This design comes from an exercise in tuning for small area on the open sky130 flow, not from production work. In this exercise RTL edits were held to simulation tests only and were not proved equivalent to the original. Power is estimated from default activity; no workload was simulated.

## design/flow/design.v

```verilog
package multicycle_datapath_pkg;
  localparam logic [5:0] OP_RTYPE = 6'h00;
  localparam logic [5:0] OP_ADDI  = 6'h08;
  localparam logic [5:0] OP_LW    = 6'h23;
  localparam logic [5:0] OP_SW    = 6'h2B;
  localparam logic [5:0] OP_BEQ   = 6'h04;
  localparam logic [5:0] OP_BNE   = 6'h05;
  localparam logic [5:0] FN_ADD = 6'h20;
  localparam logic [5:0] FN_SUB = 6'h22;
  localparam logic [5:0] FN_AND = 6'h24;
  localparam logic [5:0] FN_OR  = 6'h25;
  localparam logic [5:0] FN_SLT = 6'h2A;
  typedef enum logic [3:0] {
    ALU_ADD = 4'd0,
    ALU_SUB = 4'd1,
    ALU_AND = 4'd2,
    ALU_OR  = 4'd3,
    ALU_SLT = 4'd4
  } alu_ctrl_e;
  typedef enum logic [2:0] {
    S_FETCH  = 3'd0,
    S_DECODE = 3'd1,
    S_EXEC   = 3'd2,
    S_MEM    = 3'd3,
    S_WB     = 3'd4
  } state_e;
endpackage
module mc_alu
#(
  parameter int DATA_W = 32
) (
  input  logic [DATA_W-1:0] a,
  input  logic [DATA_W-1:0] b,
  input  logic              sub,
  input  logic              logic_op,
  input  logic              lor,
  input  logic              slt,
  output logic [DATA_W-1:0] result,
  output logic [3:0]        flags
);
  logic [DATA_W-1:0] b_eff;
  logic [DATA_W:0]   sum;
  logic              ovf;
  logic              arith;
  always_comb begin
    b_eff  = b ^ {DATA_W{sub}};
    sum    = {1'b0, a} + {1'b0, b_eff} + {{DATA_W{1'b0}}, sub};
    ovf    = (a[DATA_W-1] == b_eff[DATA_W-1]) && (sum[DATA_W-1] != a[DATA_W-1]);
    arith  = !logic_op && !slt;
    if (logic_op)   result = lor ? (a | b) : (a & b);
    else if (slt)   result = {{(DATA_W-1){1'b0}}, sum[DATA_W-1] ^ ovf};
    else            result = sum[DATA_W-1:0];
    flags = {result[DATA_W-1], (result == '0), arith & sum[DATA_W], arith & ovf};
  end
endmodule
module multicycle_datapath
#(
  parameter int                DATA_W   = 32,
  parameter int                ADDR_W   = 32,
  parameter logic [ADDR_W-1:0] RESET_PC = '0
) (
  input  logic              clk,
  input  logic              reset,
  output logic [ADDR_W-1:0] imem_addr,
  input  logic [31:0]       imem_rdata,
  output logic [ADDR_W-1:0] dmem_addr,
  output logic [DATA_W-1:0] dmem_wdata,
  output logic              dmem_rd,
  output logic              dmem_wr,
  input  logic [DATA_W-1:0] dmem_rdata,
  input  logic              dmem_ready,
  output logic [DATA_W-1:0] Dout,
  output logic [3:0]        flags,
  output logic              illegal
);
  multicycle_datapath_pkg::state_e state;
  logic [ADDR_W-1:2] pc;
  logic [31:0]       ir;
  logic [DATA_W-1:0] regs [1:31];
  logic [DATA_W-1:0] a_q;
  logic [DATA_W-1:0] dout_q;
  logic [3:0]        flags_q;
  logic              illegal_q;
  logic [5:0]        opcode;
  logic [5:0]        funct;
  logic [4:0]        rs;
  logic [4:0]        rt;
  logic [4:0]        rd;
  logic st_fetch, st_decode, st_exec, st_mem, st_wb;
  assign opcode = ir[31:26];
  assign rs     = ir[25:21];
  assign rt     = ir[20:16];
  assign rd     = ir[15:11];
  assign funct  = ir[5:0];
  assign st_fetch  = (state == multicycle_datapath_pkg::S_FETCH);
  assign st_decode = (state == multicycle_datapath_pkg::S_DECODE);
  assign st_exec   = (state == multicycle_datapath_pkg::S_EXEC);
  assign st_mem    = (state == multicycle_datapath_pkg::S_MEM);
  assign st_wb     = (state == multicycle_datapath_pkg::S_WB);
  logic is_rtype, is_addi, is_lw, is_sw, is_beq, is_bne;
  logic fn_add, fn_sub, fn_and, fn_or, fn_slt;
  logic exec_legal;
  assign is_rtype = (opcode == multicycle_datapath_pkg::OP_RTYPE);
  assign is_addi  = (opcode == multicycle_datapath_pkg::OP_ADDI);
  assign is_lw    = (opcode == multicycle_datapath_pkg::OP_LW);
  assign is_sw    = (opcode == multicycle_datapath_pkg::OP_SW);
  assign is_beq   = (opcode == multicycle_datapath_pkg::OP_BEQ);
  assign is_bne   = (opcode == multicycle_datapath_pkg::OP_BNE);
  assign fn_add   = (funct == multicycle_datapath_pkg::FN_ADD);
  assign fn_sub   = (funct == multicycle_datapath_pkg::FN_SUB);
  assign fn_and   = (funct == multicycle_datapath_pkg::FN_AND);
  assign fn_or    = (funct == multicycle_datapath_pkg::FN_OR);
  assign fn_slt   = (funct == multicycle_datapath_pkg::FN_SLT);
  assign exec_legal = (is_rtype && (fn_add || fn_sub || fn_and || fn_or || fn_slt)) ||
                      is_addi || is_lw || is_sw || is_beq || is_bne;
  logic alu_b_imm, alu_sub, alu_logic, alu_slt;
  assign alu_b_imm = opcode[5] | opcode[3];
  assign alu_sub   = opcode[2] | (!alu_b_imm && funct[1]);
  assign alu_logic = !alu_b_imm && !opcode[2] && funct[2];
  assign alu_slt   = !alu_b_imm && !opcode[2] && funct[3];
  logic [4:0]        ra;
  logic [31:0]       ra_dec;
  logic [DATA_W-1:0] rdata;
  assign ra = st_decode ? rs : rt;
  always_comb begin
    ra_dec = '0;
    ra_dec[ra] = 1'b1;
  end
  always_comb begin
    rdata = '0;
    for (int i = 1; i < 32; i++) rdata = rdata | (regs[i] & {DATA_W{ra_dec[i]}});
  end
  logic              wr_en;
  logic [4:0]        wa;
  logic [31:0]       wa_dec;
  logic [DATA_W-1:0] wdata;
  logic [DATA_W-1:0] wdata_r;
  logic [31:0]       reg_en;
  assign wr_en = (st_wb && !opcode[5]) || (st_mem && !opcode[3] && dmem_ready);
  assign wa    = alu_b_imm ? rt : rd;
  always_comb begin
    wa_dec = '0;
    wa_dec[wa] = 1'b1;
  end
  assign wdata   = opcode[5] ? dmem_rdata : dout_q;
  assign wdata_r = wdata & {DATA_W{!reset}};
  assign reg_en  = {32{reset}} | (wa_dec & {32{wr_en}});
  always_ff @(posedge clk) begin
    for (int i = 1; i < 32; i++)
      if (reg_en[i]) regs[i] <= wdata_r;
  end
  logic [DATA_W-1:0] imm;
  logic [DATA_W-1:0] alu_b;
  logic [DATA_W-1:0] alu_res;
  logic [3:0]        alu_flags;
  assign imm   = DATA_W'($signed(ir[15:0]));
  assign alu_b = alu_b_imm ? imm : rdata;
  mc_alu #(.DATA_W(DATA_W)) u_alu (
    .a        (a_q),
    .b        (alu_b),
    .sub      (alu_sub),
    .logic_op (alu_logic),
    .lor      (funct[0]),
    .slt      (alu_slt),
    .result   (alu_res),
    .flags    (alu_flags)
  );
  logic [ADDR_W-1:2] pc_inc;
  logic [ADDR_W-1:2] pc_sum;
  logic              branch_taken;
  assign pc_inc = st_fetch ? (ADDR_W-2)'(1) : (ADDR_W-2)'($signed(ir[15:0]));
  assign pc_sum = pc + pc_inc;
  assign branch_taken = (is_beq && alu_flags[2]) || (is_bne && !alu_flags[2]);
  assign dmem_rd    = st_mem && !opcode[3];
  assign dmem_wr    = st_mem &&  opcode[3];
  assign imem_addr  = {pc, RESET_PC[1:0]};
  assign dmem_addr  = ADDR_W'(dout_q);
  assign dmem_wdata = rdata;
  assign Dout       = dout_q;
  assign flags      = flags_q;
  assign illegal    = illegal_q;
  multicycle_datapath_pkg::state_e state_nxt;
  always_comb begin
    state_nxt = multicycle_datapath_pkg::S_FETCH;
    case (state)
      multicycle_datapath_pkg::S_FETCH:  state_nxt = multicycle_datapath_pkg::S_DECODE;
      multicycle_datapath_pkg::S_DECODE: state_nxt = multicycle_datapath_pkg::S_EXEC;
      multicycle_datapath_pkg::S_EXEC: begin
        if (exec_legal && (is_lw || is_sw))          state_nxt = multicycle_datapath_pkg::S_MEM;
        else if (exec_legal && (is_rtype || is_addi)) state_nxt = multicycle_datapath_pkg::S_WB;
      end
      multicycle_datapath_pkg::S_MEM: begin
        if (!dmem_ready)     state_nxt = multicycle_datapath_pkg::S_MEM;
        else if (!opcode[3]) state_nxt = multicycle_datapath_pkg::S_WB;
      end
      default: ;
    endcase
  end
  always_ff @(posedge clk) begin
    if (reset) state <= multicycle_datapath_pkg::S_FETCH;
    else       state <= state_nxt;
  end
  always_ff @(posedge clk) begin
    if (st_fetch) ir <= imem_rdata;
    if (st_decode) a_q <= rdata;
  end
  always_ff @(posedge clk) begin
    if (reset) begin
      pc        <= RESET_PC[ADDR_W-1:2];
      dout_q    <= '0;
      flags_q   <= '0;
      illegal_q <= 1'b0;
    end else begin
      if (st_fetch || (st_exec && branch_taken)) pc <= pc_sum;
      if (st_exec) begin
        if (exec_legal) begin
          dout_q  <= alu_res;
          flags_q <= alu_flags;
        end else begin
          illegal_q <= 1'b1;
        end
      end
    end
  end
endmodule
```

## design/flow/run.sh

```bash
#!/bin/bash
# synth_recipe.tcl (not shown) runs the flow's synth.tcl, then flattens the netlist and writes it again
# the make line also repeats each setting of config.mk as NAME=value (left out here)
make -C /OpenROAD-flow-scripts/flow DESIGN_CONFIG=/design/flow/config.mk WORK_HOME=/design/flow/orfs CLKGATE_MAP_FILE= SYNTH_SCRIPT=/design/flow/synth_recipe.tcl finish
```

## design/flow/config.mk

```make
export PLATFORM = sky130hd
export DESIGN_NAME = multicycle_datapath
export DESIGN_NICKNAME = multicycle_datapath
export VERILOG_FILES = /design/flow/design.v
export SDC_FILE = /design/flow/constraint.sdc
export NUM_CORES = 4
export LEC_CHECK = 0
export CAP_MARGIN = 20
export CORE_MARGIN = 2
export CORE_UTILIZATION = 40
export SLEW_MARGIN = 20
```

## design/flow/constraint.sdc

```tcl
create_clock -name core_clock -period 10.0 [get_ports {clk}]
set_input_delay 2.0000 -clock core_clock [delete_from_list [all_inputs] [get_ports {clk}]]
set_output_delay 2.0000 -clock core_clock [all_outputs]
set_load 0.01 [all_outputs]
```

==> run notes <==
- Die height: 349 µm
- Min Tclk post-route: 9.64 ns
- Die area: 0.122 mm²
- WHS: 0.490 ns
- Cells after Synth: 3317
- Number of synthesized flops with an enable pin: 1056
- Max transition margin: 21.5%
- Crit Path Max Fanout: 52
- Pleak: 19.9 nW
- All-Layer GR Usage: 27.3%
- Port Buf Inserts: 199
- Crit Path Class: register to register
- Overflow after GRT: 0
- YS warnings: 3
- Commonest cells after routing, fill and taps aside: 1056 x edfxtp_1, 198 x clkdlybuf4s50_1, 190 x a22oi_1
- DP Wirelength: 106000 µm
- Layout cell share with drive strength beyond 1: 13.6%
- Routed Antenna Nets: 0
- DR DRC count: 0
- Yosys top cell area share: 66.6%
- Status: finished clean
- RD Place Congestion: 0.917
- Post-synthesis sequential area ratio: 69.5%
- Slowest stage delay, CP: 0.57 ns
- Wire length of the first global-routing pass: 237000 µm
- Std-Cell Rows: 126
- Post-route cell area: 0.0564 mm²
- Power Density: 235 mW/mm²
- Synth top area cells: edfxtp_1 67%, a22oi_1 3.0%, dfxtp_1 2.9%
- Clock latency on the worst-skew pair: 0.72 ns
- Area Growth Syn to Fin: 18.3%
- Max Cap Viol: 0
- Top cell family by delay on the critical path: compound AO/OA/AOI/OAI gates
- Worst Tran Pin Value: 1.18 ns
- Root buffer cell: clkbuf_16
- # IOs: 202
- Vias in the first global route: 30900
- Wire per inst: 32.7 µm
- Slowest CP cell: mux2_2
- CTS Buf Count: 115
- Via-per-instance ratio: 6.38
- Final net count: 3720
- Clk slew on worst S/H paths: 0.06 ns
- Starting DRT DRC Count: 5583
- Initial antenna violation count: 7
- Vias: 33300
- Hold/Removal Path Class: register to register
- Synth Area per Inst: 14.4 µm²
- Post-synthesis async set-or-reset flop share: 0%
- # H-tree levels: 3
- Flops & latches, synth: 1125
- Initial Util: 40.4%
- Worst-case vdd ir drop: 0.000145 V
- Clock sinks: 1125
- Largest net degree at the start of global routing: 53
- Synth unique cells: 100
- DP Area: 0.0524 mm²
- Setup Total Neg Slack: 0 ns
- Commonest non-fill, non-tap cell in the layout: edfxtp_1
- Synth area leader: edfxtp_1
- Top_reg_cell synth: edfxtp_1
- Worst Path Buf+Inv: 4
- TritonCTS clock tree: built
- Crit end category: register
- Finished Layout Cells: 5219
- DRT Pass-1 Iters: 7
- Slew Limit Fails: 0
- Cell count after placement: 4992
- Fmax: 0.104 GHz
- Post-Route WL: 171000 µm
- Worst EP required: 10.59 ns
- Post-route clock period utilization: 96.4%
- Clock skew: 0.0314 ns
- Worst Setup Start Kind: register
- Core outline area: 0.118 mm²
- Setup Viol. Count Final: 0
- Final Hold Viols: 0
- Die width: 349 µm
- Mapped Area: 0.0476 mm²
- Critical Path AT: 10.23 ns
- Max clock buf depth: 3
[metrics by stage]
stage / util (%) / setup WS, ns / power (mW)
2_1_floorplan: - / 1.19 / 7.45
3_3_place_gp: 44.3 / 0.0452 / 8.90
3_5_place_dp: 44.4 / -0.180 / 8.91
4_1_cts: 47.6 / 0.138 / 13.2
5_1_grt: 47.7 / -0.0185 / 13.6
6_report: 47.7 / 0.358 / 13.2
[cell families after synthesis]
kind of cell             share of synthesized area [%]
other                                          0.00787
buffers and inverters                             2.74
XOR/XNOR                                          1.51
adder cells (fa/ha/maj)                           2.32
flip-flops                                        69.5
multiplexers                                      2.30
AO/OA/AOI/OAI                                     13.6
AND/OR/NAND/NOR                                   8.08
[metal layers]
| metal | up-vias | share of wire [%] | GRT usage [%] | wire, µm |
|---|---|---|---|---|
| li1 | 13900 | - | - | - |
| met1 | 16800 | 39 | 38.0 | 67200 |
| met2 | 2312 | 44 | 41.8 | 75900 |
| met3 | 350 | 12 | 6.46 | 21300 |
| met4 | 10 | 3.6 | 9.76 | 6210 |
| met5 | - | 0.039 | 0 | 67 |
[sequential cells by signal, indices dropped and copies added (netlist names)]
register and cells:
regs 992, a_q 32, dout_q 32, ir 32, pc 30, flags_q 3
state 3, illegal_q 1
[cell type report]
| cell class | count | area [µm²] |
|---|---|---|
| well taps | 1536 | 1920 |
| clock buffers | 139 | 3030 |
| fillers | 10100 | 61700 |
| clock inverters | 80 | 778 |
| flip-flops and latches | 1125 | 33100 |
| inverters | 57 | 214 |
| multi-input cells | 1905 | 14000 |
| diodes | 3 | 7.51 |
| repair buffers | 374 | 3320 |
[repair_timing]
action                                  4_1_cts  5_1_grt
endpoints found under the setup margin       30       31
setup buffers                                 0        5
hold buffers                                  0        0
gates resized for setup                       2       13
[final timing paths]
kind	from	to	slack, ns	cells past startpoint
worst max-delay path	state[0]$_SDFF_PP0_	pc[3]$_SDFFE_PP0P_	0.36	33
worst min-delay path	pc[28]$_SDFFE_PP0P_	pc[28]$_SDFFE_PP0P_	0.49	2
worst max register to register	state[0]$_SDFF_PP0_	pc[3]$_SDFFE_PP0P_	0.36	33
worst min register to register	pc[28]$_SDFFE_PP0P_	pc[28]$_SDFFE_PP0P_	0.49	2
[synth_stat cells (all sizes together), types with 20 or more instances]
cell type / count
and2: 38
o21ai: 116
xnor2: 40
a22o: 52
a21o: 25
clkbuf: 155
nand2: 180
a2111oi: 20
nor2: 145
a22oi: 192
inv: 56
edfxtp: 1056
dfxtp: 69
nand4: 73
ha: 73
a222oi: 69
nand3: 118
mux2i: 87
a211oi: 24
o211ai: 22
a32oi: 24
buf: 76
a221oi: 46
a21oi: 122
xor2: 42
nor3: 53
and3: 52
[worst reg2reg max path: cells and delay by family (launching register included)]
family / cells / cell delay [ns]
AND/OR/NAND/NOR: 11 / 2.70
AO/OA/AOI/OAI: 13 / 3.40
buffers and inverters: 4 / 1.05
flip-flops: 1 / 0.47
XOR/XNOR: 1 / 0.16
multiplexers: 3 / 1.57
adder cells (fa/ha/maj): 1 / 0.20
[report_power, final]
group	total [mW]	internal [mW]	switching, mW
logic	3.22	1.08	2.14
registers	5.70	5.55	0.156
clock network	4.32	2.47	1.85
total	13.2	9.10	4.15

==> static timing again, ports no longer ideal <==
The flow's constraints put no driver on any port. The routed layout listed below was extracted and timed again, unchanged, in two steps.
Step 1 assumes that a clkbuf_16 drives the clock port and a buf_2 every other input.
Step 2, shift: input delay + t, output delay - t, t = (earliest + latest rising clock arrival at the registers) / 2. This alone moves slack from input paths to output paths.
Slacks: no drivers / after step 1 / after step 2; pairs: no drivers / after step 1.
t (ns): 0.786
setup slack, ns: 0.358 / 0.358 / 0.358
hold WS [ns]: 0.490 / 0.490 / 0.490
pins driven straight from the clock port: 1
After both steps setup and hold are still met in this run. For this run, drivers alone change the setup slack by 0.000 ns; drivers and shift together by 0.000 ns.
